From an optimization exercise on the open Yosys and OpenROAD flow, aimed at small area and a short achievable clock period; shortcuts taken in it are not production practice. Where RTL was checked, it was by simulation tests only, not by an equivalence proof against the original. The RTL of runs 2 to 4 was laid out without a check of its function. In every run shown here, the design's own scripts or RTL, not TritonCTS, make the clock network. The clock port is modelled as an ideal driver, which makes a skipped or thinned clock tree look cheaper than it is; a real chip needs a root buffer or a tree. Power and IR drop assume default switching activity.

## flow/flow/run.sh

```bash
#!/bin/bash
# Own layout flow: the standard ORFS flow with two changes:
#  * plain buf_2 cells as the port buffers (buffer_ports would pick delay cells);
#  * a two-level clock tree (flow/manual_tree.tcl) in place of TritonCTS: the
#    clock port feeds 4 root clkbuf_16 beside it, each root feeds the leaf
#    clkbuf_16 of one quarter of the die, each leaf a balanced group of sinks.
# ORFS's scripts are copied into the work folder and cts.tcl is replaced by
# flow/cts.tcl, which differs only in calling manual_tree.tcl.
# Each tool's full output goes to a log file in this folder (make_flow.log,
# and ORFS's own per-step logs under orfs/logs).
set -euo pipefail
W=$(pwd)
rm -rf "$W/orfs_scripts"
cp -r "$FLOW_HOME/scripts" "$W/orfs_scripts"
cp "$W/flow/cts.tcl" "$W/flow/manual_tree.tcl" "$W/orfs_scripts/"
export MANUAL_CTS=1 MT_CLK_PORT=s_axi4l MT_ROOT_DEPTH=2 MT_LEAF_DEPTH=4
export MT_ROOT_BUF=sky130_fd_sc_hd__clkbuf_16 MT_LEAF_BUF=sky130_fd_sc_hd__clkbuf_16
bash standard.sh "SCRIPTS_DIR=$W/orfs_scripts" \
  "BUFFER_PORTS_ARGS=-buffer_cell sky130_fd_sc_hd__buf_2" finish > make_flow.log 2>&1
```

## flow/constraint.sdc

```tcl
create_clock -name core_clock -period 3.2 [get_ports {s_axi4l}]
set_input_delay 0.6400 -clock core_clock [delete_from_list [all_inputs] [get_ports {s_axi4l}]]
set_output_delay 0.6400 -clock core_clock [all_outputs]
set_load 0.01 [all_outputs]
```

## flow/config.mk

```make
export PLATFORM = sky130hd
export DESIGN_NAME = dma_write
export DESIGN_NICKNAME = dma_write
export VERILOG_FILES = /design/flow/design.v
export SDC_FILE = /design/flow/constraint.sdc
export NUM_CORES = 4
export LEC_CHECK = 0
export CAP_MARGIN = 20
export CORE_MARGIN = 2
export CORE_UTILIZATION = 55
export SETUP_SLACK_MARGIN = 1.2
export SLEW_MARGIN = 20
```

## flow/flow/manual_tree.tcl

```tcl
# Manual two-level clock tree: the clock port drives NROOT root buffers placed
# beside it; each root drives the leaf buffers of one region; each leaf buffer
# drives a balanced group of clock sinks (found by recursive bisection).
proc mt_bisect {items depth} {
  # items: list of {x y payload}; returns list of groups (2^depth)
  if {$depth == 0} { return [list $items] }
  set xs [lmap i $items {lindex $i 0}]
  set ys [lmap i $items {lindex $i 1}]
  set w [expr {[tcl::mathfunc::max {*}$xs] - [tcl::mathfunc::min {*}$xs]}]
  set h [expr {[tcl::mathfunc::max {*}$ys] - [tcl::mathfunc::min {*}$ys]}]
  set k [expr {$w >= $h ? 0 : 1}]
  set sorted [lsort -real -index $k $items]
  set n [llength $sorted]
  set half [expr {$n / 2}]
  set a [lrange $sorted 0 [expr {$half - 1}]]
  set b [lrange $sorted $half end]
  return [concat [mt_bisect $a [expr {$depth - 1}]] [mt_bisect $b [expr {$depth - 1}]]]
}

proc mt_centroid {items} {
  set sx 0.0; set sy 0.0
  foreach i $items { set sx [expr {$sx + [lindex $i 0]}]; set sy [expr {$sy + [lindex $i 1]}] }
  set n [llength $items]
  return [list [expr {int($sx / $n)}] [expr {int($sy / $n)}]]
}

proc mt_build {clk_port root_depth leaf_depth root_master leaf_master} {
  set block [ord::get_db_block]
  set db [ord::get_db]
  set rmaster [$db findMaster $root_master]
  set lmaster [$db findMaster $leaf_master]
  set clknet [$block findNet $clk_port]
  set bterm [$block findBTerm $clk_port]
  set pxy [$bterm getFirstPinLocation]
  set px [lindex $pxy 1]; set py [lindex $pxy 2]
  set sinks {}
  foreach it [$clknet getITerms] {
    set inst [$it getInst]
    set loc [$inst getLocation]
    lappend sinks [list [lindex $loc 0] [lindex $loc 1] $it]
  }
  puts "manual tree: [llength $sinks] sinks, port at $px $py"
  # leaf groups
  set groups [mt_bisect $sinks [expr {$root_depth + $leaf_depth}]]
  set nleaf_per_root [expr {1 << $leaf_depth}]
  # move the port's clock net aside: the port keeps net clknet, which will feed only the roots
  set li 0
  set leaves {}
  foreach g $groups {
    set c [mt_centroid $g]
    set name "cts_leaf_$li"
    set inst [odb::dbInst_create $block $lmaster $name]
    $inst setLocation [lindex $c 0] [lindex $c 1]
    $inst setPlacementStatus PLACED
    set net [odb::dbNet_create $block "clknet_leaf_$li"]
    $net setSigType CLOCK
    foreach s $g {
      set it [lindex $s 2]
      $it disconnect
      $it connect $net
    }
    [$inst findITerm X] connect $net
    lappend leaves [list [lindex $c 0] [lindex $c 1] $inst]
    incr li
  }
  # root groups: consecutive leaves share a root (bisection order keeps them close)
  for {set r 0} {$r < (1 << $root_depth)} {incr r} {
    set name "cts_root_$r"
    set inst [odb::dbInst_create $block $rmaster $name]
    $inst setLocation $px $py
    $inst setPlacementStatus PLACED
    set net [odb::dbNet_create $block "clknet_root_$r"]
    $net setSigType CLOCK
    for {set j [expr {$r * $nleaf_per_root}]} {$j < ($r + 1) * $nleaf_per_root} {incr j} {
      set linst [lindex [lindex $leaves $j] 2]
      [$linst findITerm A] connect $net
    }
    [$inst findITerm X] connect $net
    [$inst findITerm A] connect $clknet
  }
  $clknet setSigType CLOCK
}
```

## flow/flow/cts.tcl

```tcl
utl::set_metrics_stage "cts__{}"
source $::env(SCRIPTS_DIR)/load.tcl
source $::env(SCRIPTS_DIR)/lec_check.tcl
erase_non_stage_variables cts
load_design 3_place.odb 3_place.sdc
source_step_tcl PRE CTS

# Clone clock tree inverters next to register loads
# so cts does not try to buffer the inverted clocks.
repair_clock_inverters

proc save_progress { stage } {
  puts "Run 'make gui_$stage.odb' to load progress snapshot"
  orfs_write_db $::env(RESULTS_DIR)/$stage.odb
  orfs_write_sdc $::env(RESULTS_DIR)/$stage.sdc
}

# Run CTS
set cts_args [list \
  -sink_clustering_enable \
  -repair_clock_nets]

append_env_var cts_args CTS_BUF_DISTANCE -distance_between_buffers 1
append_env_var cts_args CTS_CLUSTER_SIZE -sink_clustering_size 1
append_env_var cts_args CTS_CLUSTER_DIAMETER -sink_clustering_max_diameter 1
append_env_var cts_args CTS_BUF_LIST -buf_list 1
append_env_var cts_args CTS_LIB_NAME -library 1


if { [env_var_exists_and_non_empty CTS_ARGS] } {
  set cts_args $::env(CTS_ARGS)
}

set_dont_use $::env(DONT_USE_CELLS)

if { [env_var_exists_and_non_empty MANUAL_CTS] } {
  # two-level clock tree built by manual_tree.tcl in place of TritonCTS
  source $::env(SCRIPTS_DIR)/manual_tree.tcl
  mt_build $::env(MT_CLK_PORT) \
    $::env(MT_ROOT_DEPTH) $::env(MT_LEAF_DEPTH) $::env(MT_ROOT_BUF) $::env(MT_LEAF_BUF)
} else {
  log_cmd clock_tree_synthesis {*}$cts_args
}

utl::push_metrics_stage "cts__{}__pre_repair_timing"
log_cmd estimate_parasitics -placement
if { $::env(DETAILED_METRICS) } {
  report_metrics 4 "cts pre-repair-timing"
}
utl::pop_metrics_stage

set_placement_padding -global \
  -left $::env(CELL_PAD_IN_SITES_DETAIL_PLACEMENT) \
  -right $::env(CELL_PAD_IN_SITES_DETAIL_PLACEMENT)

set result [catch { detailed_placement } msg]
if { $result != 0 } {
  save_progress 4_1_error
  error "Detailed placement failed in CTS: $msg"
}

log_cmd estimate_parasitics -placement

if { $::env(CTS_SNAPSHOTS) } {
  save_progress 4_1_pre_repair_hold_setup
}

if { !$::env(SKIP_CTS_REPAIR_TIMING) } {
  if { $::env(EQUIVALENCE_CHECK) } {
    write_eqy_verilog 4_before_rsz.v
  }
  if { $::env(LEC_CHECK) } {
    write_lec_verilog 4_before_rsz_lec.v
  }

  repair_timing_helper

  if { $::env(EQUIVALENCE_CHECK) } {
    run_equivalence_test
  }
  if { $::env(LEC_CHECK) } {
    write_lec_verilog 4_after_rsz_lec.v
    run_lec_test 4_rsz 4_before_rsz_lec.v 4_after_rsz_lec.v
  }

  set result [catch { detailed_placement } msg]
  if { $result != 0 } {
    save_progress 4_1_error
    error "Detailed placement failed in CTS: $msg"
  }

  check_placement -verbose
}

report_metrics 4 "cts final"

source_step_tcl POST CTS

orfs_write_db $::env(RESULTS_DIR)/4_1_cts.odb
orfs_write_sdc $::env(RESULTS_DIR)/4_cts.sdc
```

## flow/standard.sh

```bash
#!/bin/bash
# synth_recipe.tcl (not shown) runs the flow's synth.tcl, then flattens the netlist and writes it again
# the make line also repeats each setting of config.mk as NAME=value (left out here)
make -C /OpenROAD-flow-scripts/flow DESIGN_CONFIG=/design/flow/config.mk WORK_HOME=/design/flow/orfs CLKGATE_MAP_FILE= SYNTH_SCRIPT=/design/flow/synth_recipe.tcl "${@:-finish}"
```

## flow/design.v

```verilog
package dma_write_pkg;
    typedef logic [4-1:0]            id_t;
    typedef logic [32-1:0]          addr_t;
    typedef logic [8-1:0]           len_t;
    typedef logic [64-1:0]          data_t;
    typedef logic [2-1:0]          resp_t;
    typedef logic [8-1:0]     issue_cnt_t;
    typedef logic [5:0]                         regadr_t;
    typedef logic [32-1:0]    axi4l_data_t;
    typedef logic [32/8-1:0]  axi4l_strb_t;
    typedef struct packed {
        id_t    id;
        addr_t  addr;
        len_t   len;
    } aw_req_t;
    typedef struct packed {
        logic   last;
        data_t  data;
    } w_beat_t;
endpackage
module dma_sync_fifo #(
    parameter int  WIDTH     = 1,
    parameter int  PTR_BITS  = 3
) (
    input  logic     s_axi4l,
    input  logic     rst,
    input  logic [WIDTH-1:0] s_data,
    input  logic     s_valid,
    output logic     s_ready,
    output logic     s_ready_next,
    output logic [WIDTH-1:0] m_data,
    output logic     m_valid,
    input  logic     m_ready
);
    localparam int DEPTH = 1 << PTR_BITS;
    logic [WIDTH-1:0]    mem [0:DEPTH-1];
    logic [DEPTH-1:0]    wr_sel;
    logic [DEPTH-1:0]    rd_sel;
    logic [PTR_BITS:0]   count;
    logic                mem_empty;
    logic                mem_full;
    logic                one_left;
    logic                one_free;
    logic                push;
    logic                load;
    logic                wr_inc;
    logic                rd_inc;
    logic                empty_next;
    logic                full_next;
    logic [WIDTH-1:0]    rd_word;
    assign s_ready = !mem_full;
    assign push    = s_valid && !mem_full;
    assign load    = !m_valid || m_ready;
    assign wr_inc  = push && !(mem_empty && load);
    assign rd_inc  = load && !mem_empty;
    always_ff @(posedge s_axi4l) begin
        for (int i = 0; i < DEPTH; i++) begin
            if (!mem_full && wr_sel[i]) begin
                mem[i] <= s_data;
            end
        end
    end
    always_comb begin
        rd_word = '0;
        for (int i = 0; i < DEPTH; i++) begin
            rd_word = rd_word | ({WIDTH{rd_sel[i]}} & mem[i]);
        end
    end
    always_ff @(posedge s_axi4l) begin
        if (load) begin
            m_data <= mem_empty ? s_data : rd_word;
        end
    end
    assign one_left   = (count == (PTR_BITS+1)'(1));
    assign one_free   = (count == (PTR_BITS+1)'(DEPTH-1));
    assign empty_next = mem_empty ? !wr_inc : (one_left && rd_inc && !wr_inc);
    assign full_next  = mem_full  ? !rd_inc : (one_free && wr_inc && !rd_inc);
    assign s_ready_next = !full_next;
    always_ff @(posedge s_axi4l) begin
        if (rst) begin
            wr_sel    <= DEPTH'(1);
            rd_sel    <= DEPTH'(1);
            count     <= '0;
            mem_empty <= 1'b1;
            mem_full  <= 1'b0;
            m_valid   <= 1'b0;
        end else begin
            if (wr_inc) begin
                wr_sel <= {wr_sel[DEPTH-2:0], wr_sel[DEPTH-1]};
            end
            if (rd_inc) begin
                rd_sel <= {rd_sel[DEPTH-2:0], rd_sel[DEPTH-1]};
            end
            if (wr_inc && !rd_inc) begin
                count <= count + 1'b1;
            end else if (rd_inc && !wr_inc) begin
                count <= count - 1'b1;
            end
            mem_empty <= empty_next;
            mem_full  <= full_next;
            if (load) begin
                m_valid <= !mem_empty || push;
            end
        end
    end
endmodule
module dma_write_regs (
    input  logic                              s_axi4l,
    input  logic                              rst,
    input  logic [8-1:0]   axi4l_awaddr,
    input  logic                              axi4l_awvalid,
    output logic                              axi4l_awready,
    input  dma_write_pkg::axi4l_data_t        axi4l_wdata,
    input  dma_write_pkg::axi4l_strb_t        axi4l_wstrb,
    input  logic                              axi4l_wvalid,
    output logic                              axi4l_wready,
    output dma_write_pkg::resp_t              axi4l_bresp,
    output logic                              axi4l_bvalid,
    input  logic                              axi4l_bready,
    input  logic [8-1:0]   axi4l_araddr,
    input  logic                              axi4l_arvalid,
    output logic                              axi4l_arready,
    output dma_write_pkg::axi4l_data_t        axi4l_rdata,
    output dma_write_pkg::resp_t              axi4l_rresp,
    output logic                              axi4l_rvalid,
    input  logic                              axi4l_rready,
    output dma_write_pkg::aw_req_t            req,
    output logic                              req_valid,
    input  logic                              req_ready,
    output dma_write_pkg::len_t               len,
    output logic                              len_valid,
    input  logic                              len_ready,
    input  dma_write_pkg::resp_t              m_bresp,
    input  logic                              m_bvalid,
    output logic                              m_bready
);
    dma_write_pkg::id_t          reg_awid;
    dma_write_pkg::addr_t        reg_awaddr;
    dma_write_pkg::len_t         reg_awlen;
    logic         aw_pending;
    logic         len_pending;
    logic         resp_error;
    dma_write_pkg::issue_cnt_t   issue_cnt;
    dma_write_pkg::issue_cnt_t   issue_cnt_next;
    dma_write_pkg::issue_cnt_t   issue_cnt_inc;
    dma_write_pkg::issue_cnt_t   issue_cnt_dec;
    logic         bready_next;
    dma_write_pkg::regadr_t      regadr_wr;
    dma_write_pkg::regadr_t      regadr_rd;
    logic         wr_en;
    logic         rd_en;
    logic         launch;
    logic         resp_accept;
    function automatic dma_write_pkg::axi4l_data_t write_mask(
        input dma_write_pkg::axi4l_data_t org,
        input dma_write_pkg::axi4l_data_t data,
        input dma_write_pkg::axi4l_strb_t strb
    );
        dma_write_pkg::axi4l_data_t result;
        for (int i = 0; i < 32; i++) begin
            result[i] = strb[i/8] ? data[i] : org[i];
        end
        write_mask = result;
    endfunction
    assign regadr_wr = (6)'(axi4l_awaddr >> 2);
    assign regadr_rd = (6)'(axi4l_araddr >> 2);
    assign axi4l_awready = axi4l_awvalid && axi4l_wvalid && (!axi4l_bvalid || axi4l_bready);
    assign axi4l_wready  = axi4l_awready;
    assign axi4l_bresp   = '0;
    assign wr_en  = axi4l_awvalid && axi4l_awready;
    assign launch = wr_en && (regadr_wr == 6'h11);
    always_ff @(posedge s_axi4l) begin
        if (rst) begin
            axi4l_bvalid <= 1'b0;
        end else if (wr_en) begin
            axi4l_bvalid <= 1'b1;
        end else if (axi4l_bready) begin
            axi4l_bvalid <= 1'b0;
        end
    end
    assign resp_accept    = m_bvalid && m_bready;
    assign issue_cnt_inc  = issue_cnt + 1'b1;
    assign issue_cnt_dec  = issue_cnt - 1'b1;
    always_comb begin
        case ({launch, resp_accept})
            2'b10:   begin issue_cnt_next = issue_cnt_inc; bready_next = (issue_cnt != '1); end
            2'b01:   begin issue_cnt_next = issue_cnt_dec; bready_next = (issue_cnt != (8)'(1)); end
            default: begin issue_cnt_next = issue_cnt;     bready_next = (issue_cnt != '0); end
        endcase
    end
    always_ff @(posedge s_axi4l) begin
        if (rst) begin
            reg_awid    <= '0;
            reg_awaddr  <= '0;
            reg_awlen   <= '0;
            aw_pending  <= 1'b0;
            len_pending <= 1'b0;
            resp_error  <= 1'b0;
            issue_cnt   <= '0;
            m_bready    <= 1'b0;
        end else begin
            if (req_valid && req_ready) begin
                aw_pending <= 1'b0;
            end
            if (len_valid && len_ready) begin
                len_pending <= 1'b0;
            end
            if (wr_en) begin
                case (regadr_wr)
                    6'h08: begin
                        resp_error <= 1'b0;
                    end
                    6'h10: begin
                        reg_awid <= (4)'(write_mask((32)'(reg_awid),
                                                     axi4l_wdata, axi4l_wstrb));
                    end
                    6'h11: begin
                        reg_awaddr  <= (32)'(write_mask((32)'(reg_awaddr),
                                                          axi4l_wdata, axi4l_wstrb));
                        aw_pending  <= 1'b1;
                        len_pending <= 1'b1;
                    end
                    6'h12: begin
                        reg_awlen <= (8)'(write_mask((32)'(reg_awlen),
                                                       axi4l_wdata, axi4l_wstrb));
                    end
                    default: ;
                endcase
            end
            if (resp_accept && m_bresp != '0) begin
                resp_error <= 1'b1;
            end
            issue_cnt <= issue_cnt_next;
            m_bready  <= bready_next;
        end
    end
    assign req       = {reg_awid, reg_awaddr, reg_awlen};
    assign req_valid = aw_pending;
    assign len       = reg_awlen;
    assign len_valid = len_pending;
    assign axi4l_arready = !axi4l_rvalid || axi4l_rready;
    assign axi4l_rresp   = '0;
    assign rd_en         = axi4l_arvalid && axi4l_arready;
    always_ff @(posedge s_axi4l) begin
        if (rd_en) begin
            case (regadr_rd)
                6'h00:   axi4l_rdata <= 32'hd3a0_0101;
                6'h08:    axi4l_rdata <= (32)'({resp_error, len_pending,
                                                                  aw_pending});
                6'h09: axi4l_rdata <= (32)'(issue_cnt);
                6'h10:      axi4l_rdata <= (32)'(reg_awid);
                6'h11:    axi4l_rdata <= (32)'(reg_awaddr);
                6'h12:     axi4l_rdata <= (32)'(reg_awlen);
                default:            axi4l_rdata <= '0;
            endcase
        end
    end
    always_ff @(posedge s_axi4l) begin
        if (rst) begin
            axi4l_rvalid <= 1'b0;
        end else if (rd_en) begin
            axi4l_rvalid <= 1'b1;
        end else if (axi4l_rready) begin
            axi4l_rvalid <= 1'b0;
        end
    end
endmodule
module dma_wlast_gen (
    input  logic                     s_axi4l,
    input  logic                     rst,
    input  dma_write_pkg::len_t      len,
    input  logic                     len_valid,
    output logic                     len_ready,
    input  dma_write_pkg::data_t     axi4s_tdata,
    input  logic                     axi4s_tvalid,
    output logic                     axi4s_tready,
    output dma_write_pkg::w_beat_t   beat,
    output logic                     beat_valid,
    input  logic                     beat_ready,
    input  logic                     beat_ready_next
);
    logic   active;
    logic   active_next;
    dma_write_pkg::len_t   remain;
    logic   last;
    logic   accept;
    assign accept = axi4s_tvalid && axi4s_tready;
    assign len_ready   = !active || (last && accept);
    assign active_next = len_ready ? len_valid : active;
    always_ff @(posedge s_axi4l) begin
        if (rst) begin
            active       <= 1'b0;
            remain       <= '0;
            last         <= 1'b0;
            axi4s_tready <= 1'b0;
        end else begin
            if (len_ready) begin
                active <= len_valid;
                remain <= len - 1'b1;
                last   <= (len == '0);
            end else if (accept) begin
                remain <= remain - 1'b1;
                last   <= (remain == '0);
            end
            axi4s_tready <= beat_ready_next && active_next;
        end
    end
    assign beat_valid   = axi4s_tvalid && active;
    assign beat         = {last, axi4s_tdata};
endmodule
module dma_write (
    input  logic                              s_axi4l,
    input  logic                              rst,
    input  logic [8-1:0]   axi4l_awaddr,
    input  logic                              axi4l_awvalid,
    output logic                              axi4l_awready,
    input  dma_write_pkg::axi4l_data_t        axi4l_wdata,
    input  dma_write_pkg::axi4l_strb_t        axi4l_wstrb,
    input  logic                              axi4l_wvalid,
    output logic                              axi4l_wready,
    output dma_write_pkg::resp_t              axi4l_bresp,
    output logic                              axi4l_bvalid,
    input  logic                              axi4l_bready,
    input  logic [8-1:0]   axi4l_araddr,
    input  logic                              axi4l_arvalid,
    output logic                              axi4l_arready,
    output dma_write_pkg::axi4l_data_t        axi4l_rdata,
    output dma_write_pkg::resp_t              axi4l_rresp,
    output logic                              axi4l_rvalid,
    input  logic                              axi4l_rready,
    input  dma_write_pkg::data_t              axi4s_tdata,
    input  logic                              axi4s_tvalid,
    output logic                              axi4s_tready,
    output dma_write_pkg::id_t                m_awid,
    output dma_write_pkg::addr_t              m_awaddr,
    output dma_write_pkg::len_t               m_awlen,
    output logic                              m_awvalid,
    input  logic                              m_awready,
    output dma_write_pkg::data_t              m_wdata,
    output logic                              m_wlast,
    output logic                              m_wvalid,
    input  logic                              m_wready,
    input  dma_write_pkg::resp_t              m_bresp,
    input  logic                              m_bvalid,
    output logic                              m_bready
);
    dma_write_pkg::aw_req_t    req;
    logic       req_valid;
    logic       req_ready;
    dma_write_pkg::aw_req_t    aw_out;
    dma_write_pkg::len_t       len;
    logic       len_valid;
    logic       len_ready;
    dma_write_pkg::len_t       lfifo_len;
    logic       lfifo_valid;
    logic       lfifo_ready;
    dma_write_pkg::w_beat_t    beat;
    logic       beat_valid;
    logic       beat_ready;
    logic       beat_ready_next;
    dma_write_pkg::w_beat_t    w_out;
    dma_write_regs i_regs (
        .s_axi4l, .rst,
        .axi4l_awaddr, .axi4l_awvalid, .axi4l_awready,
        .axi4l_wdata, .axi4l_wstrb, .axi4l_wvalid, .axi4l_wready,
        .axi4l_bresp, .axi4l_bvalid, .axi4l_bready,
        .axi4l_araddr, .axi4l_arvalid, .axi4l_arready,
        .axi4l_rdata, .axi4l_rresp, .axi4l_rvalid, .axi4l_rready,
        .req, .req_valid, .req_ready,
        .len, .len_valid, .len_ready,
        .m_bresp, .m_bvalid, .m_bready
    );
    dma_sync_fifo #(.WIDTH(4 + 32 + 8), .PTR_BITS(3)) i_aw_fifo (
        .s_axi4l, .rst,
        .s_data(req), .s_valid(req_valid), .s_ready(req_ready), .s_ready_next(),
        .m_data(aw_out), .m_valid(m_awvalid), .m_ready(m_awready)
    );
    dma_sync_fifo #(.WIDTH(8), .PTR_BITS(3)) i_len_fifo (
        .s_axi4l, .rst,
        .s_data(len), .s_valid(len_valid), .s_ready(len_ready), .s_ready_next(),
        .m_data(lfifo_len), .m_valid(lfifo_valid), .m_ready(lfifo_ready)
    );
    dma_wlast_gen i_wlast_gen (
        .s_axi4l, .rst,
        .len(lfifo_len), .len_valid(lfifo_valid), .len_ready(lfifo_ready),
        .axi4s_tdata, .axi4s_tvalid, .axi4s_tready,
        .beat, .beat_valid, .beat_ready, .beat_ready_next
    );
    dma_sync_fifo #(.WIDTH(1 + 64), .PTR_BITS(4)) i_w_fifo (
        .s_axi4l, .rst,
        .s_data(beat), .s_valid(beat_valid), .s_ready(beat_ready), .s_ready_next(beat_ready_next),
        .m_data(w_out), .m_valid(m_wvalid), .m_ready(m_wready)
    );
    assign m_awid   = aw_out.id;
    assign m_awaddr = aw_out.addr;
    assign m_awlen  = aw_out.len;
    assign m_wdata  = w_out.data;
    assign m_wlast  = w_out.last;
endmodule
```

==> impl_metrics.json, run 1 <==
{
  "rr_endpoint": "i_regs.issue_cnt[7]",
  "period_minus_slack_ps": 2096,
  "die_h_um": 346.6,
  "grt_max_degree": 68,
  "hold_start": "axi4l_wvalid",
  "grt_pass1_vias": 36560,
  "use_met2_pct": 51.22,
  "setup_ws_ps": 1104,
  "synthFlopType": "edfxtp_1",
  "critPathLaunch": "axi4l_awaddr[7]",
  "synth_top_area_share_pct": 74.66,
  "wl_mm": 185.4,
  "switching_share_pct": 19.29,
  "io_pins": 283,
  "grt_first_pass_wirelength_mm": 261.7,
  "hp-class": "input port to flip-flop",
  "yosys.area.top_type": "edfxtp_1",
  "synthesis.area_mm2": 0.06456,
  "coreArea_mm2": 0.1164,
  "initial_core_util_pct": 55.48,
  "met1_usage_pct": 41.15,
  "intPower_mw": 29.05,
  "clock_power_share_pct": 28.4,
  "hold_slack_ps": 321.5,
  "chipWidth_um": 346.6,
  "max_cap_viol_count": 0,
  "dr.pass1.iters": 7,
  "p_sw_mw": 6.942,
  "fin_util_pct": 62.30,
  "tightest_slew_ps": 960.4,
  "place_congestion": 0.8532,
  "cp-start-kind": "input port",
  "cp_data_arrival_time_ps": 2600,
  "yosysWarnings": 8,
  "drc": 0,
  "dieArea_mm2": 0.1201,
  "p_leak_nw": 23.68,
  "top_usage_layer": "met2",
  "crit_path_end_kind": "flip-flop",
  "pre_cts_ws_ps": 225.5,
  "wl_per_cell_um": 33.56,
  "worstRegToRegCells": 8,
  "drive_above_1_share_pct": 21.38,
  "p_per_area_mw_per_mm2": 496.5,
  "finalCritPeriodShare_pct": 65.49,
  "syn_inst": 3647,
  "critPathMaxFanout": 6,
  "status": "complete, no violations",
  "fill_cells": 8286,
  "clock_latency_ps": 570,
  "viasPerCell": 6.788,
  "rsz0062_at_grt": "yes",
  "required_ps": 3710,
  "place_hpwl_mm": 89.70,
  "fin_tns_setup_ps": 0,
  "drt_iter0_drc": 4503,
  "cts.clk_slew.worst_paths_ps": 110,
  "pwr-share-seq_pct": 69.6,
  "antenna_found_initial": 20,
  "yosys_register_bits": 1760,
  "fin_nets": 4145,
  "detail-route-antenna-nets": 0,
  "r2r_slack_ps": 1110,
  "gr-usage-met3_pct": 3.830,
  "synth.area.top_cells": "edfxtp_1, dfxtp_1, a221oi_1",
  "track_usage_pct": 29.91,
  "fin_skew_ps": 63.51,
  "hold_viol_final": 0,
  "io_buffers": 274,
  "synth_edf_count": 1605,
  "seq_area_frac_synth_pct": 79.46,
  "irDropWorstVdd_v": 0.002676,
  "ys_types": 73,
  "area_delta_synth_final_pct": 12.30,
  "drv_slew": 0,
  "combPwrFrac_pct": 2.0,
  "synth-async-reset-ratio_pct": 0,
  "slew_headroom_pct": 35.84,
  "syn_avg_cell_area_um2": 17.70,
  "gr-total-overflow": 0,
  "rr_startpoint": "i_regs.axi4l_bvalid",
  "path_class": "input port to flip-flop",
  "critPathCapture": "i_regs.issue_cnt[7]",
  "fin_total_pwr_mw": 35.99,
  "fmax_mhz": 477.2,
  "vias": 37500,
  "final-setup-viol-count": 0,
  "rows": 125
}
-- per-stage QoR --
step / cell area (um^2) / cells
after floorplan: 64800 / 3650
after global placement: 68510 / 5319
after detailed placement: 68510 / 5319
after CTS: 71790 / 5470
after global routing: 72500 / 5524
final: 72500 / 5525
-- Yosys cell counts (13+ instances only) --
library cell / number
a21oi_1: 115
a221oi_1: 261
a22o_1: 260
a22oi_1: 212
and2_1: 19
buf_1: 43
clkbuf_1: 177
dfxtp_1: 155
edfxtp_1: 1605
ha_1: 19
inv_1: 24
mux2_2: 119
mux2i_1: 38
nand2_1: 94
nand3_1: 29
nand4_1: 145
nor2_1: 55
nor2b_1: 38
nor3_1: 13
o21ai_0: 37
o31ai_1: 29
-- registers in the layout, summed over array words and instances (netlist names), 4 cells and up --
name	count
i_regs.reg_awaddr	32
i_regs.reg_awlen	8
i_w_fifo.m_data	65
i_regs.axi4l_rdata	32
i_aw_fifo.count	4
i_len_fifo.m_data	8
i_regs.issue_cnt	8
i_w_fifo.wr_sel	16
i_wlast_gen.remain	8
i_len_fifo.rd_sel	8
i_len_fifo.mem	64
i_w_fifo.mem	1040
i_len_fifo.count	4
i_aw_fifo.wr_sel	8
i_aw_fifo.mem	352
i_w_fifo.count	5
i_w_fifo.rd_sel	16
i_len_fifo.wr_sel	8
i_aw_fifo.m_data	44
i_regs.reg_awid	4
i_aw_fifo.rd_sel	8
-- cell families (layout without fill, tap and decap cells) --
kind of cell               count (synthesis)  after routing  synth area share (%)
AOI/OAI and AO/OA                        970            970                 11.71
xor gates and xnor gates                  16             16                0.2171
adders and majority gates                 19             19                0.3682
buffers and inverters                    269            614                 1.673
DFF                                     1760           1760                 79.46
muxes                                    157            157                 2.665
other                                      1             10              0.005809
and+or+nand+nor                          455            455                 3.896
-- final cells by class --
cell class              count  area [um^2]  area share, %
plain buffers              68         1702          2.347
repair buffers            518         4489          6.192
flip-flops and latches   1760        51390          70.89
well taps                1524         1907          2.630
inverters                  28        117.6         0.1622
multi-input cells        1621        12880          17.76
diodes                      6        15.01        0.02071
-- worst min path at each step --
stage	endpoint	depth (start not counted)	slack, ps
after CTS	i_w_fifo.wr_sel[8]	2	460
after global routing	i_regs.axi4l_bvalid	3	310
after detailed placement	i_w_fifo.wr_sel[8]	2	460
after global placement	i_w_fifo.wr_sel[6]	2	450
after floorplan	i_regs.resp_error	2	440
final	i_regs.axi4l_bvalid	3	320
-- power by group through the flow --
| stage | clock network (mW) | registers [mW] | logic, mW |
|---|---|---|---|
| finish | 10.2 | 25.1 | 0.720 |
| detailed placement | 0 | 25.6 | 0.675 |
| global route | 11.1 | 25.1 | 0.775 |
| floorplan | 0 | 25.6 | 0.242 |
| CTS | 7.64 | 25.6 | 0.707 |
| global placement | 0 | 25.6 | 0.647 |
-- cells in the final DEF, fill, tap and decap left out, drive strengths merged, types with 55 or more instances in the layout --
master / count
a22oi: 212
nor2: 55
nand4: 145
edfxtp: 1605
a22o: 260
clkbuf: 69
buf: 517
a21oi: 115
dfxtp: 155
a221oi: 261
nand2: 94
mux2: 119
-- critical path, cell delays in order --
cell and delay, ps:
buf_6 90, or2_4 260, nor4_4 320, nand2_2 140, ha_4 200, buf_4 130, and4b_1 240, a32oi_1 70
or3_1 360, a21oi_1 150
-- per-layer routing --
metal	part of all wire (%)	vias to the layer above
met5	0.078	-
met4	2.8	22
met3	8.5	262
met2	50	1893
met1	39	19640
li1	-	15690
-- what timing repair did --
action                                  4_1_cts  5_1_grt
pin swaps                                    40       11
endpoints found under the setup margin      403      147
hold buffers                                  0        0
setup buffers                                77       48
resized for setup                           101       43
cloned                                        6        1
==> run 2: changes to the inputs <==
--- a/flow/design.v
+++ b/flow/design.v
@@ -36,7 +36,6 @@
     logic [WIDTH-1:0]    mem [0:DEPTH-1];
     logic [DEPTH-1:0]    wr_sel;
     logic [DEPTH-1:0]    rd_sel;
-    logic [PTR_BITS:0]   count;
     logic                mem_empty;
     logic                mem_full;
     logic                one_left;
@@ -67,12 +66,14 @@
         end
     end
     always_ff @(posedge s_axi4l) begin
-        if (load) begin
+        if (rst) begin
+            m_data <= '0;
+        end else if (load) begin
             m_data <= mem_empty ? s_data : rd_word;
         end
     end
-    assign one_left   = (count == (PTR_BITS+1)'(1));
-    assign one_free   = (count == (PTR_BITS+1)'(DEPTH-1));
+    assign one_left   = |({rd_sel[DEPTH-2:0], rd_sel[DEPTH-1]} & wr_sel);
+    assign one_free   = |({wr_sel[DEPTH-2:0], wr_sel[DEPTH-1]} & rd_sel);
     assign empty_next = mem_empty ? !wr_inc : (one_left && rd_inc && !wr_inc);
     assign full_next  = mem_full  ? !rd_inc : (one_free && wr_inc && !rd_inc);
     assign s_ready_next = !full_next;
@@ -80,7 +81,6 @@
         if (rst) begin
             wr_sel    <= DEPTH'(1);
             rd_sel    <= DEPTH'(1);
-            count     <= '0;
             mem_empty <= 1'b1;
             mem_full  <= 1'b0;
             m_valid   <= 1'b0;
@@ -91,11 +91,6 @@
             if (rd_inc) begin
                 rd_sel <= {rd_sel[DEPTH-2:0], rd_sel[DEPTH-1]};
             end
-            if (wr_inc && !rd_inc) begin
-                count <= count + 1'b1;
-            end else if (rd_inc && !wr_inc) begin
-                count <= count - 1'b1;
-            end
             mem_empty <= empty_next;
             mem_full  <= full_next;
             if (load) begin
@@ -179,8 +174,18 @@
         end
     end
     assign resp_accept    = m_bvalid && m_bready;
-    assign issue_cnt_inc  = issue_cnt + 1'b1;
-    assign issue_cnt_dec  = issue_cnt - 1'b1;
+    always_comb begin
+        logic carry;
+        logic borrow;
+        carry  = 1'b1;
+        borrow = 1'b1;
+        for (int i = 0; i < 8; i++) begin
+            issue_cnt_inc[i] = issue_cnt[i] ^ carry;
+            issue_cnt_dec[i] = issue_cnt[i] ^ borrow;
+            carry            = carry & issue_cnt[i];
+            borrow           = borrow & !issue_cnt[i];
+        end
+    end
     always_comb begin
         case ({launch, resp_accept})
             2'b10:   begin issue_cnt_next = issue_cnt_inc; bready_next = (issue_cnt != '1); end
@@ -242,7 +247,9 @@
     assign axi4l_rresp   = '0;
     assign rd_en         = axi4l_arvalid && axi4l_arready;
     always_ff @(posedge s_axi4l) begin
-        if (rd_en) begin
+        if (rst) begin
+            axi4l_rdata <= '0;
+        end else if (rd_en) begin
             case (regadr_rd)
                 6'h00:   axi4l_rdata <= 32'hd3a0_0101;
                 6'h08:    axi4l_rdata <= (32)'({resp_error, len_pending,
@@ -281,12 +288,21 @@
 );
     logic   active;
     logic   active_next;
-    dma_write_pkg::len_t   remain;
+    dma_write_pkg::len_t   remain;      
+    dma_write_pkg::len_t   remain_dec;
     logic   last;
     logic   accept;
     assign accept = axi4s_tvalid && axi4s_tready;
     assign len_ready   = !active || (last && accept);
     assign active_next = len_ready ? len_valid : active;
+    always_comb begin
+        logic borrow;
+        borrow = 1'b1;
+        for (int i = 0; i < 8; i++) begin
+            remain_dec[i] = remain[i] ^ borrow;
+            borrow        = borrow & !remain[i];
+        end
+    end
     always_ff @(posedge s_axi4l) begin
         if (rst) begin
             active       <= 1'b0;
@@ -296,11 +312,11 @@
         end else begin
             if (len_ready) begin
                 active <= len_valid;
-                remain <= len - 1'b1;
+                remain <= len;
                 last   <= (len == '0);
             end else if (accept) begin
-                remain <= remain - 1'b1;
-                last   <= (remain == '0);
+                remain <= remain_dec;
+                last   <= (remain == (8)'(1));
             end
             axi4s_tready <= beat_ready_next && active_next;
         end
==> run 2 against run 1 <==
Against the previous run: still clean on timing, DRC and antenna; sequential cell count down 13; clock power is essentially flat; first-iteration DRC count is 19% higher; sequential power shrank 2%; die area is 0.25% higher; worst setup slack got worse by 210 ps; wire length is 7.8% higher; maximum frequency fell by 9.0%; largest cell class unchanged; global-route usage increased by 1.9 points; synthesized cell count increased by 9.2%; clock skew increased by 13 ps; utilization is 0.40 points lower.
==> impl_metrics.json, run 2 <==
{
  "place_hpwl_mm": 96.10,
  "synthFlopType": "edfxtp_1",
  "path_class": "input port to flip-flop",
  "finalCritPeriodShare_pct": 71.95,
  "required_ps": 3680,
  "clock_latency_ps": 580,
  "synth_edf_count": 1456,
  "crit_path_end_kind": "flip-flop",
  "max_cap_viol_count": 0,
  "chipWidth_um": 347.0,
  "yosys_register_bits": 1747,
  "vias": 40320,
  "dr.pass1.iters": 6,
  "place_congestion": 0.8228,
  "combPwrFrac_pct": 2.7,
  "area_delta_synth_final_pct": 11.45,
  "pre_cts_ws_ps": 352.3,
  "yosysMostFrequentCell": "edfxtp_1",
  "largest_register_ffs": 1040,
  "setup_ws_ps": 897.7,
  "hold_viol_final": 0,
  "largestRegisters": "i_w_fifo.mem: 1040 flops, i_aw_fifo.mem: 352 flops, i_w_fifo.m_data: 65 flops",
  "synth_commonest_cells": "edfxtp_1, a221oi_1, a22o_1",
  "pwr-share-seq_pct": 68.6,
  "synth_top_area_share_pct": 67.55,
  "hp-class": "input port to flip-flop",
  "grt_first_pass_wirelength_mm": 278.4,
  "drt_iter0_drc": 5340,
  "fin_total_pwr_mw": 35.90,
  "io_pins": 283,
  "drc": 0,
  "grt_max_degree": 156,
  "detail-route-antenna-nets": 0,
  "synthesis.area_mm2": 0.06472,
  "dieArea_mm2": 0.1204,
  "cp-start-kind": "input port",
  "drive_above_1_share_pct": 16.71,
  "syn_inst": 3981,
  "track_usage_pct": 31.78,
  "fin_skew_ps": 76.13,
  "wl_per_cell_um": 34.87,
  "mostFrequentLayoutCells": "edfxtp_1, a221oi_1, a22o_1",
  "fill_cells": 8628,
  "viasPerCell": 7.031,
  "yosys.area.top_type": "edfxtp_1",
  "period_minus_slack_ps": 2302,
  "status": "complete, no violations",
  "critPathMaxFanout": 4,
  "path_cells": "buf_6 > or2_4 > nor4_4 > nand2_2 > ha_4 > and4b_1 > a32oi_2 > or4_1 > a21oi_2",
  "slowest_stage": "or4_1",
  "max_stage_delay_ps": 540,
  "die_h_um": 347.0,
  "ys_types": 66,
  "intPower_mw": 28.69,
  "cts.clk_slew.worst_paths_ps": 100,
  "synth-async-reset-ratio_pct": 0,
  "irDropWorstVdd_v": 0.002880,
  "final-setup-viol-count": 0,
  "p_sw_mw": 7.214,
  "coreArea_mm2": 0.1165,
  "p_leak_nw": 23.42,
  "yosysWarnings": 8,
  "seq_area_frac_synth_pct": 76.55,
  "drv_slew": 0,
  "rsz0062_at_grt": "yes",
  "p_per_area_mw_per_mm2": 497.8,
  "fmax_mhz": 434.3,
  "slew_headroom_pct": 33.34,
  "fin_tns_setup_ps": 0,
  "fin_nets": 4346,
  "grt_pass1_vias": 38160,
  "synth.area.top_cells": "edfxtp_1, dfxtp_1, a221oi_1",
  "io_buffers": 274,
  "top_register": "i_w_fifo.mem",
  "gr-total-overflow": 0,
  "initial_core_util_pct": 55.55,
  "tightest_slew_ps": 997.9,
  "switching_share_pct": 20.09,
  "final_cells": 5734,
  "clock_power_share_pct": 28.7,
  "antenna_found_initial": 10,
  "layout_commonest_cell": "edfxtp_1",
  "syn_avg_cell_area_um2": 16.26,
  "rows": 125,
  "cp_data_arrival_time_ps": 2790,
  "dpl.cell_count": 5576,
  "wl_mm": 199.9
}
[run 2: cell types whose count changed after synthesis, moves of 61 or more]
cell	previous run	this run
a21oi_1	115	199
a221oi_1	261	357
a22o_1	260	321
a22oi_1	212	97
and3b_1	2	65
and4_1	0	66
dfxtp_1	155	291
edfxtp_1	1605	1456
mux2_2	119	0
nand4_1	145	33
[run 2: final cells by class]
| cell class | instances | area [um^2] | area share [%] |
|---|---|---|---|
| Antenna cell | 3 | 7.507 | 0.01041 |
| Buffer | 68 | 1702 | 2.359 |
| Inverter | 14 | 52.55 | 0.07285 |
| Multi-Input combinational cell | 1899 | 14650 | 20.31 |
| Sequential cell | 1747 | 49640 | 68.81 |
| Tap cell | 1524 | 1907 | 2.644 |
| Timing Repair Buffer | 479 | 4177 | 5.790 |
[run 2: routing by layer]
layer	vias up	share of wire, %	GRT usage, %
met1	21160	40	45.23
li1	16790	-	-
met3	269	8.3	2.898
met4	6	3.0	8.004
met2	2090	49	53.25
met5	-	0.017	0
[run 2: worst paths after layout]
kind	from	endpoint	slack, ps	cells after the start
hold / removal	axi4l_wdata[31]	i_regs.reg_awaddr[31]	310	3
setup / recovery	axi4l_awaddr[4]	i_regs.issue_cnt[7]	900	9
hold reg to reg	i_wlast_gen.remain[1]	i_wlast_gen.remain[1]	460	2
setup reg to reg	i_regs.axi4l_bvalid	i_regs.issue_cnt[7]	1000	8
[run 2: stage by stage]
step | util (%) | cell area, um^2 | hold slack (ps)
global placement | 58.65 | 68330 | 437.0
floorplan | - | 64840 | 431.9
detailed placement | 58.65 | 68330 | 444.6
global route | 61.90 | 72120 | 316.7
finish | 61.91 | 72130 | 313.0
CTS | 61.67 | 71860 | 448.5
[run 2: kinds of logic after synthesis]
logic type | share of synthesized area, %
compound gates | 15.46
simple gates | 5.193
buf+inv | 2.125
fa+ha+maj | 0.1547
xor+xnor | 0.1083
flops | 76.55
other cells | 0.005794
mux | 0.4021
[run 2: power by group through the flow]
| stage | Clock [mW] | Sequential (mW) | Combinational (mW) |
|---|---|---|---|
| final | 10.3 | 24.6 | 0.977 |
| after global routing | 11.1 | 24.6 | 1.04 |
| after CTS | 7.62 | 25.1 | 0.961 |
| after detailed placement | 0 | 25.1 | 0.863 |
| after global placement | 0 | 25.1 | 0.845 |
| after floorplan | 0 | 25.2 | 0.366 |
[run 2: timing repair]
item	CTS	global route
endpoints found under the setup margin	310	51
setup buffers	60	12
resized for setup	155	16
pin swaps	54	17
gates cloned	14	1
hold buffers	0	0
[run 2: critical path, delay by kind of cell]
kind / cells / cell delay [ps]
fa+ha+maj: 1 / 220
compound gates: 2 / 240
simple gates: 5 / 1590
buf+inv: 1 / 90
==> run 3: changes to the inputs <==
--- a/flow/design.v
+++ b/flow/design.v
@@ -36,6 +36,7 @@
     logic [WIDTH-1:0]    mem [0:DEPTH-1];
     logic [DEPTH-1:0]    wr_sel;
     logic [DEPTH-1:0]    rd_sel;
+    logic [PTR_BITS:0]   count;
     logic                mem_empty;
     logic                mem_full;
     logic                one_left;
@@ -66,14 +67,12 @@
         end
     end
     always_ff @(posedge s_axi4l) begin
-        if (rst) begin
-            m_data <= '0;
-        end else if (load) begin
+        if (load) begin
             m_data <= mem_empty ? s_data : rd_word;
         end
     end
-    assign one_left   = |({rd_sel[DEPTH-2:0], rd_sel[DEPTH-1]} & wr_sel);
-    assign one_free   = |({wr_sel[DEPTH-2:0], wr_sel[DEPTH-1]} & rd_sel);
+    assign one_left   = (count == (PTR_BITS+1)'(1));
+    assign one_free   = (count == (PTR_BITS+1)'(DEPTH-1));
     assign empty_next = mem_empty ? !wr_inc : (one_left && rd_inc && !wr_inc);
     assign full_next  = mem_full  ? !rd_inc : (one_free && wr_inc && !rd_inc);
     assign s_ready_next = !full_next;
@@ -81,6 +80,7 @@
         if (rst) begin
             wr_sel    <= DEPTH'(1);
             rd_sel    <= DEPTH'(1);
+            count     <= '0;
             mem_empty <= 1'b1;
             mem_full  <= 1'b0;
             m_valid   <= 1'b0;
@@ -91,6 +91,11 @@
             if (rd_inc) begin
                 rd_sel <= {rd_sel[DEPTH-2:0], rd_sel[DEPTH-1]};
             end
+            if (wr_inc && !rd_inc) begin
+                count <= count + 1'b1;
+            end else if (rd_inc && !wr_inc) begin
+                count <= count - 1'b1;
+            end
             mem_empty <= empty_next;
             mem_full  <= full_next;
             if (load) begin
@@ -135,11 +140,14 @@
     logic         aw_pending;
     logic         len_pending;
     logic         resp_error;
+    dma_write_pkg::issue_cnt_t   cnt_base;
+    logic         cnt_launch;
+    logic         cnt_resp;
     dma_write_pkg::issue_cnt_t   issue_cnt;
-    dma_write_pkg::issue_cnt_t   issue_cnt_next;
-    dma_write_pkg::issue_cnt_t   issue_cnt_inc;
-    dma_write_pkg::issue_cnt_t   issue_cnt_dec;
+    logic         cnt_is_one;
+    logic         cnt_is_max;
     logic         bready_next;
+    logic         bvalid_n;        
     dma_write_pkg::regadr_t      regadr_wr;
     dma_write_pkg::regadr_t      regadr_rd;
     logic         wr_en;
@@ -162,35 +170,35 @@
     assign axi4l_awready = axi4l_awvalid && axi4l_wvalid && (!axi4l_bvalid || axi4l_bready);
     assign axi4l_wready  = axi4l_awready;
     assign axi4l_bresp   = '0;
-    assign wr_en  = axi4l_awvalid && axi4l_awready;
+    assign wr_en  = axi4l_awvalid && axi4l_wvalid && (bvalid_n || axi4l_bready);
     assign launch = wr_en && (regadr_wr == 6'h11);
     always_ff @(posedge s_axi4l) begin
         if (rst) begin
             axi4l_bvalid <= 1'b0;
+            bvalid_n     <= 1'b1;
         end else if (wr_en) begin
             axi4l_bvalid <= 1'b1;
+            bvalid_n     <= 1'b0;
         end else if (axi4l_bready) begin
             axi4l_bvalid <= 1'b0;
+            bvalid_n     <= 1'b1;
         end
     end
     assign resp_accept    = m_bvalid && m_bready;
+    assign issue_cnt = cnt_base + (8)'(cnt_launch) - (8)'(cnt_resp);
     always_comb begin
-        logic carry;
-        logic borrow;
-        carry  = 1'b1;
-        borrow = 1'b1;
-        for (int i = 0; i < 8; i++) begin
-            issue_cnt_inc[i] = issue_cnt[i] ^ carry;
-            issue_cnt_dec[i] = issue_cnt[i] ^ borrow;
-            carry            = carry & issue_cnt[i];
-            borrow           = borrow & !issue_cnt[i];
-        end
+        case ({cnt_launch, cnt_resp})
+            2'b10:   begin cnt_is_one = (cnt_base == '0);                         cnt_is_max = (cnt_base == (8)'(8'hfe)); end
+            2'b01:   begin cnt_is_one = (cnt_base == (8)'(2));   cnt_is_max = (cnt_base == '0); end
+            default: begin cnt_is_one = (cnt_base == (8)'(1));   cnt_is_max = (cnt_base == '1); end
+        endcase
     end
     always_comb begin
         case ({launch, resp_accept})
-            2'b10:   begin issue_cnt_next = issue_cnt_inc; bready_next = (issue_cnt != '1); end
-            2'b01:   begin issue_cnt_next = issue_cnt_dec; bready_next = (issue_cnt != (8)'(1)); end
-            default: begin issue_cnt_next = issue_cnt;     bready_next = (issue_cnt != '0); end
+            2'b10:   bready_next = !cnt_is_max;
+            2'b01:   bready_next = !cnt_is_one;
+            2'b11:   bready_next = 1'b1;
+            default: bready_next = m_bready;
         endcase
     end
     always_ff @(posedge s_axi4l) begin
@@ -201,7 +209,9 @@
             aw_pending  <= 1'b0;
             len_pending <= 1'b0;
             resp_error  <= 1'b0;
-            issue_cnt   <= '0;
+            cnt_base    <= '0;
+            cnt_launch  <= 1'b0;
+            cnt_resp    <= 1'b0;
             m_bready    <= 1'b0;
         end else begin
             if (req_valid && req_ready) begin
@@ -235,7 +245,9 @@
             if (resp_accept && m_bresp != '0) begin
                 resp_error <= 1'b1;
             end
-            issue_cnt <= issue_cnt_next;
+            cnt_base   <= issue_cnt;
+            cnt_launch <= launch;
+            cnt_resp   <= resp_accept;
             m_bready  <= bready_next;
         end
     end
@@ -247,9 +259,7 @@
     assign axi4l_rresp   = '0;
     assign rd_en         = axi4l_arvalid && axi4l_arready;
     always_ff @(posedge s_axi4l) begin
-        if (rst) begin
-            axi4l_rdata <= '0;
-        end else if (rd_en) begin
+        if (rd_en) begin
             case (regadr_rd)
                 6'h00:   axi4l_rdata <= 32'hd3a0_0101;
                 6'h08:    axi4l_rdata <= (32)'({resp_error, len_pending,
@@ -288,21 +298,12 @@
 );
     logic   active;
     logic   active_next;
-    dma_write_pkg::len_t   remain;      
-    dma_write_pkg::len_t   remain_dec;
+    dma_write_pkg::len_t   remain;
     logic   last;
     logic   accept;
     assign accept = axi4s_tvalid && axi4s_tready;
     assign len_ready   = !active || (last && accept);
     assign active_next = len_ready ? len_valid : active;
-    always_comb begin
-        logic borrow;
-        borrow = 1'b1;
-        for (int i = 0; i < 8; i++) begin
-            remain_dec[i] = remain[i] ^ borrow;
-            borrow        = borrow & !remain[i];
-        end
-    end
     always_ff @(posedge s_axi4l) begin
         if (rst) begin
             active       <= 1'b0;
@@ -312,11 +313,11 @@
         end else begin
             if (len_ready) begin
                 active <= len_valid;
-                remain <= len;
+                remain <= len - 1'b1;
                 last   <= (len == '0);
             end else if (accept) begin
-                remain <= remain_dec;
-                last   <= (remain == (8)'(1));
+                remain <= remain - 1'b1;
+                last   <= (remain == '0);
             end
             axi4s_tready <= beat_ready_next && active_next;
         end
==> run 3 against run 2 <==
Against the previous run: still clean on timing, DRC and antenna; utilization rose by 0.35 points; combinational power fell by 18%; maximum frequency increased by 8.5%; global-route usage is 2.0 points lower; total power grew 0.67%.
==> impl_metrics.json, run 3 <==
{
  "status": "complete, no violations",
  "switching_share_pct": 19.34,
  "clock_latency_ps": 570,
  "die_h_um": 346.1,
  "io_buffers": 274,
  "cts.clk_slew.worst_paths_ps": 110,
  "pre_cts_ws_ps": 552.9,
  "setup_ws_ps": 1078,
  "fmax_mhz": 471.3,
  "synth_edf_count": 1605,
  "crit_path_end_kind": "flip-flop",
  "cp_num_cells": 10,
  "grt_max_degree": 147,
  "finalCritPeriodShare_pct": 66.31,
  "initial_core_util_pct": 55.39,
  "cp_data_arrival_time_ps": 2450,
  "largestRegisters": "i_w_fifo.mem: 1040 flops, i_aw_fifo.mem: 352 flops, i_w_fifo.m_data: 65 flops",
  "yosysWarnings": 8,
  "wl_per_cell_um": 33.84,
  "drc": 0,
  "topRoutingLayerUsed": "met5",
  "dpl.cell_count": 5314,
  "r2r_slack_ps": 1080,
  "max_stage_delay_ps": 370,
  "met1_length_mm": 70.02,
  "critPathBufInv": 2,
  "required_ps": 3530,
  "detail-route-antenna-nets": 0,
  "irDropWorstVdd_v": 0.002700,
  "synthFlopType": "edfxtp_1",
  "rows": 125,
  "syn_avg_cell_area_um2": 17.71,
  "drv_slew": 0,
  "antenna_found_initial": 19,
  "chipWidth_um": 346.1,
  "top_register": "i_w_fifo.mem",
  "slowest_stage": "dfxtp_4",
  "final_cells": 5523,
  "wl_met3_mm": 16.87,
  "io_pins": 283,
  "worstRegToRegCells": 10,
  "gr-total-overflow": 0,
  "track_usage_pct": 29.78,
  "wl_met2_mm": 93.43,
  "wl_mm": 186.9,
  "pwr-share-seq_pct": 69.5,
  "synth_top_area_share_pct": 74.88,
  "critPathMaxFanout": 2,
  "place_congestion": 0.7888,
  "synth-async-reset-ratio_pct": 0,
  "period_minus_slack_ps": 2122,
  "vias": 37120,
  "clock_power_share_pct": 28.2,
  "fin_tns_setup_ps": 0,
  "cp_top_family": "adder cells",
  "slew_headroom_pct": 32.44,
  "synth.area.top_cells": "edfxtp_1, dfxtp_1, a221oi_1",
  "yosys_register_bits": 1763,
  "max_cap_viol_count": 0,
  "drive_above_1_share_pct": 21.49,
  "yosysMostFrequentCell": "edfxtp_1",
  "hold_viol_final": 0,
  "tightest_slew_ps": 1011,
  "mostFrequentLayoutCells": "edfxtp_1, buf_2, a22o_1",
  "p_per_area_mw_per_mm2": 499.7,
  "rr_startpoint": "i_regs.cnt_resp",
  "dr.pass1.iters": 5,
  "synth_commonest_cells": "edfxtp_1, a221oi_1, a22o_1",
  "final-setup-viol-count": 0,
  "viasPerCell": 6.720,
  "combPwrFrac_pct": 2.2,
  "grt_pass1_vias": 36400,
  "synthesis.area_mm2": 0.06436,
  "fin_skew_ps": 75.20,
  "place_hpwl_mm": 87.45,
  "p_sw_mw": 6.989,
  "yosys.area.top_type": "edfxtp_1",
  "critPathCapture": "i_regs.axi4l_rdata[6]",
  "fill_cells": 8167,
  "critPathLaunch": "i_regs.cnt_resp",
  "seq_area_frac_synth_pct": 79.79,
  "p_leak_nw": 24.02,
  "fin_nets": 4153,
  "syn_inst": 3635,
  "path_cells": "ha_4 > inv_4 > ha_4 > inv_2 > fa_2 > nor2b_4 > o221ai_2 > a21boi_2 > xnor2_2 > o22ai_1",
  "drt_iter0_drc": 4672,
  "area_delta_synth_final_pct": 12.39,
  "multi_input_area_mm2": 0.01276,
  "largest_register_ffs": 1040,
  "rsz0062_at_grt": "yes",
  "ys_types": 62,
  "intPower_mw": 29.16,
  "seqCellArea_mm2": 0.05145,
  "rr_endpoint": "i_regs.axi4l_rdata[6]",
  "cts_hold_buf": 0,
  "grt_first_pass_wirelength_mm": 258.9,
  "hp-class": "input port to flip-flop",
  "coreArea_mm2": 0.1162,
  "path_class": "flip-flop to flip-flop",
  "dieArea_mm2": 0.1198,
  "cp_common_cell": "ha_4",
  "cp-start-kind": "flip-flop",
  "layout_commonest_cell": "edfxtp_1"
}
## run 3: through the flow
step / power [mW] / instance area (um^2) / utilization [%] / hold WS [ps]
after floorplan: 25.99 / 64630 / - / 444.8
after global placement: 26.36 / 68290 / 58.76 / 452.3
after detailed placement: 26.40 / 68290 / 58.76 / 463.3
after CTS: 34.08 / 71210 / 61.28 / 462.4
after global routing: 37.09 / 72330 / 62.25 / 278.5
final: 36.15 / 72340 / 62.25 / 288.4
## run 3: area by class of cell
class                   instances  area share, %
diodes                          6        0.02075
plain buffers                  68          2.352
inverters                      28         0.1712
multi-input cells            1622          17.64
flip-flops and latches       1763          71.12
well taps                    1524          2.636
repair buffers                512          6.059
## run 3: how the worst min path moves through the flow
stage / start / slack [ps] / end / cells after the start
after detailed placement: i_wlast_gen.remain[5] / 460 / i_wlast_gen.remain[5] / 2
after floorplan: i_wlast_gen.remain[5] / 440 / i_wlast_gen.remain[5] / 2
after CTS: i_wlast_gen.remain[5] / 460 / i_wlast_gen.remain[5] / 2
after global placement: i_w_fifo.wr_sel[14] / 450 / i_w_fifo.wr_sel[15] / 2
after global routing: m_bresp[0] / 280 / i_regs.resp_error / 3
final: axi4l_bready / 290 / i_regs.bvalid_n / 3
## run 3: cells by family (layout without fill, tap and decap cells)
| logic type | after synthesis | in the layout | share of synthesized area [%] |
|---|---|---|---|
| simple gates | 501 | 501 | 3.973 |
| compound gates | 908 | 908 | 11.14 |
| mux | 164 | 164 | 2.782 |
| other cells | 1 | 10 | 0.005826 |
| fa+ha+maj | 29 | 29 | 0.5754 |
| buf+inv | 253 | 608 | 1.512 |
| xor+xnor | 16 | 16 | 0.2177 |
| flops | 1763 | 1763 | 79.79 |
## run 3: tightest hold or removal path: cells and delay by family
kind / cells / cell delay, ps
AOI/OAI and AO/OA: 1 / 60
buffers and inverters: 1 / 70
and+or+nand+nor: 1 / 60
## run 3: metal layers
metal,track usage [%],vias to the layer above
met1,39.28,19340
li1,-,15560
met2,51.48,1897
met4,9.099,20
met5,0,-
met3,4.351,296
## run 3: power groups by stage
stage | registers, mW | clock network (mW) | logic (mW)
final | 25.1 | 10.2 | 0.806
after global routing | 25.1 | 11.1 | 0.877
after CTS | 25.7 | 7.64 | 0.779
after detailed placement | 25.7 | 0 | 0.740
after global placement | 25.6 | 0 | 0.707
after floorplan | 25.7 | 0 | 0.292
## run 3: repair_timing
action / 4_1_cts / 5_1_grt
resized for setup: 83 / 64
endpoints found under the setup margin: 251 / 89
gates cloned: 2 / 3
pin swaps: 38 / 19
buffers inserted: 65 / 65
==> run 4: changes to the inputs <==
--- a/flow/config.mk
+++ b/flow/config.mk
@@ -8,5 +8,5 @@
 export CAP_MARGIN = 20
 export CORE_MARGIN = 2
 export CORE_UTILIZATION = 55
-export SETUP_SLACK_MARGIN = 1.2
+export SETUP_SLACK_MARGIN = 0.8
 export SLEW_MARGIN = 20
==> run 4 against run 3 <==
Against the previous run: via count decreased by 3.6%; first-iteration DRC count decreased by 20%; register-to-register slack got worse by 190 ps; synthesized cell count unchanged; utilization decreased by 1.8 points; total power decreased by 0.33%; clock power about the same; combinational power decreased by 7.4%; worst setup slack got worse by 190 ps; cell area decreased by 2.8%; clock skew about the same; sequential power about the same.
==> impl_metrics.json, run 4 <==
{
  "status": "complete, no violations",
  "grt_pass1_vias": 35660,
  "mostFrequentLayoutCells": "edfxtp_1, buf_2, a221oi_1",
  "yosysWarnings": 8,
  "ys_types": 62,
  "place_hpwl_mm": 87.81,
  "drive_above_1_share_pct": 16.98,
  "die_h_um": 346.1,
  "irDropWorstVdd_v": 0.002637,
  "critPathBufInv": 3,
  "synth-async-reset-ratio_pct": 0,
  "critPathMaxFanout": 3,
  "synthSimpleGateAreaFrac_pct": 3.973,
  "layout_commonest_cell": "edfxtp_1",
  "yosys_register_bits": 1763,
  "io_buffers": 274,
  "p_per_area_mw_per_mm2": 512.6,
  "fin_total_pwr_mw": 36.03,
  "dr.pass1.iters": 6,
  "finalCritPeriodShare_pct": 72.28,
  "grt_first_pass_wirelength_mm": 245.0,
  "fin_skew_ps": 74.85,
  "top_register": "i_w_fifo.mem",
  "synth.area.top_cells": "edfxtp_1, dfxtp_1, a221oi_1",
  "synth_xor_area_share_pct": 0.2177,
  "syn_avg_cell_area_um2": 17.71,
  "max_stage_delay_ps": 370,
  "cp-start-kind": "flip-flop",
  "synthAdderAreaFrac_pct": 0.5754,
  "final-setup-viol-count": 0,
  "slowest_stage": "fa_2",
  "period_minus_slack_ps": 2313,
  "yosys.area.top_type": "edfxtp_1",
  "cp_common_cell": "inv_1",
  "drt_iter0_drc": 3727,
  "seq_area_frac_synth_pct": 79.79,
  "synth_edf_count": 1605,
  "fin_tns_setup_ps": 0,
  "hold_viol_final": 0,
  "fin_util_pct": 60.48,
  "wl_per_cell_um": 31.44,
  "clock_latency_ps": 580,
  "hp-class": "input port to flip-flop",
  "synthesis.area_mm2": 0.06436,
  "crit_path_end_kind": "flip-flop",
  "coreArea_mm2": 0.1162,
  "path_class": "flip-flop to flip-flop",
  "gr-total-overflow": 0,
  "path_cells": "inv_1 > ha_1 > inv_1 > ha_1 > inv_1 > fa_2 > nor2b_2 > o221ai_2 > a21boi_1 > xnor2_1 > o22ai_1",
  "tightest_slew_ps": 1053,
  "grt_max_degree": 147,
  "required_ps": 3520,
  "fin_nets": 4029,
  "detail-route-antenna-nets": 0,
  "place_congestion": 0.8139,
  "synth_top_area_share_pct": 74.88,
  "track_usage_pct": 27.72,
  "vias": 35770,
  "hold_slack_ps": 288.6,
  "synth_top_family_by_area": "compound AO/OA/AOI/OAI gates",
  "cp_data_arrival_time_ps": 2630,
  "drc": 0,
  "chipWidth_um": 346.1,
  "synth_commonest_cells": "edfxtp_1, a221oi_1, a22o_1",
  "area_delta_synth_final_pct": 9.201,
  "io_pins": 283,
  "synth_compound_area_share_pct": 11.14,
  "cts.clk_slew.worst_paths_ps": 100,
  "syn_inst": 3635,
  "wl_mm": 169.7,
  "p_leak_nw": 23.06,
  "rows": 125,
  "drv_slew": 0,
  "antenna_found_initial": 22,
  "largest_register_ffs": 1040,
  "initial_core_util_pct": 55.39,
  "synthMuxAreaShare_pct": 2.782,
  "slew_headroom_pct": 29.78,
  "max_cap_viol_count": 0,
  "largestRegisters": "i_w_fifo.mem: 1040 flops, i_aw_fifo.mem: 352 flops, i_w_fifo.m_data: 65 flops",
  "cts_hold_buf": 0,
  "cp_top_family": "adder cells",
  "yosysMostFrequentCell": "edfxtp_1",
  "dieArea_mm2": 0.1198,
  "rsz0062_at_grt": "yes",
  "fmax_mhz": 432.3,
  "viasPerCell": 6.626,
  "synthFlopType": "edfxtp_1"
}
[run 4: final cells by class]
type,instances,area (um^2)
Antenna cell,5,12.51
Buffer,68,1702
Fill cell,8423,45920
Inverter,28,121.4
Tap cell,1524,1907
Multi-Input combinational cell,1622,12320
Sequential cell,1763,51430
Timing Repair Buffer,388,2795
[run 4: routing by layer]
layer  global-route usage (%)  part of all wire (%)  wire, um  up-vias
met4                    5.463                   2.1      3556       20
met1                    38.11                    40     67780    18780
met5                        0                 0.077       131        -
met2                    48.76                    51     86630     1449
met3                    2.557                   6.8     11610      220
li1                         -                     -         -    15300
[run 4: cells by family after synthesis]
logic type                 Yosys count
DFF                               1763
AOI/OAI and AO/OA                  908
and+or+nand+nor                    501
buffers and inverters              253
muxes                              164
adders and majority gates           29
xor gates and xnor gates            16
other                                1
[run 4: per-stage QoR]
step	instance area, um^2	std cells	worst slack [ps]
4_1_cts	70250	5392	790.3
3_5_place_dp	68430	5316	411.0
2_1_floorplan	64510	3638	258.9
5_1_grt	70280	5397	747.7
3_3_place_gp	68430	5316	353.7
6_report	70290	5398	887.0
[run 4: worst register-to-register path: stages (launching register included)]
cell and delay [ps]:
dfxtp_2 360, inv_1 40, ha_1 260, inv_1 60, ha_1 180, inv_1 70
fa_2 370, nor2b_2 150, o221ai_2 110, a21boi_1 190, xnor2_1 180, o22ai_1 120
[run 4: final timing paths]
| kind | start | end | slack, ps | cells past startpoint |
|---|---|---|---|---|
| hold reg to reg | i_w_fifo.wr_sel[7] | i_w_fifo.wr_sel[8] | 460 | 2 |
| hold / removal | m_bresp[0] | i_regs.resp_error | 290 | 3 |
| setup reg to reg | i_regs.cnt_base[0] | i_regs.axi4l_rdata[6] | 890 | 11 |
| setup / recovery | i_regs.cnt_base[0] | i_regs.axi4l_rdata[6] | 890 | 11 |
[run 4: what timing repair did]
item                       4_1_cts  5_1_grt
gates resized for setup         18        5
pin swaps                        5        2
buffers inserted                 8        1
setup endpoints to repair        9        5
hold endpoints to repair         0        0
[run 4: report_power, final]
group / total (mW) / internal [mW] / switching, mW
registers: 25.1 / 25.1 / 0.0665
logic: 0.746 / 0.270 / 0.476
clock network: 10.1 / 3.78 / 6.37

==> static timing again, ports no longer ideal <==
No port has a modelled driver above. Below, the same layouts with a new extraction and two added sets of constraints. Step 1: set_driving_cell puts a clkbuf_16 on s_axi4l and a buf_2 on each other input, an assumption about the parent block. Step 2 adds t to the input delays and takes it off the output delays; t is the mean of the earliest and latest rising clock arrival at the registers after step 1. Input paths then give back, and output paths get back, about the clock's delay inside the block. a / b / c = no drivers / after step 1 / after step 2; a / b = the first two.
| run | shift t [ns] | setup slack, ns | hold WS [ns] | slew at the worst register clock pin (ns) |
|---|---|---|---|---|
| run 1 | 0.594 | 1.104 / 1.089 / 0.529 | 0.322 / 0.293 / 0.479 | 0.11 / 0.11 |
| run 2 | 0.591 | 0.898 / 0.918 / 0.327 | 0.313 / 0.281 / 0.464 | 0.12 / 0.12 |
| run 3 | 0.589 | 1.078 / 1.078 / 0.842 | 0.288 / 0.267 / 0.479 | 0.11 / 0.11 |
| run 4 | 0.589 | 0.887 / 0.887 / 0.791 | 0.289 / 0.268 / 0.462 | 0.11 / 0.11 |
After both steps setup and hold are still met in every run listed. The setup slack of run 1, which loses most, moves by -0.015 ns with the drivers and by -0.575 ns with both steps.
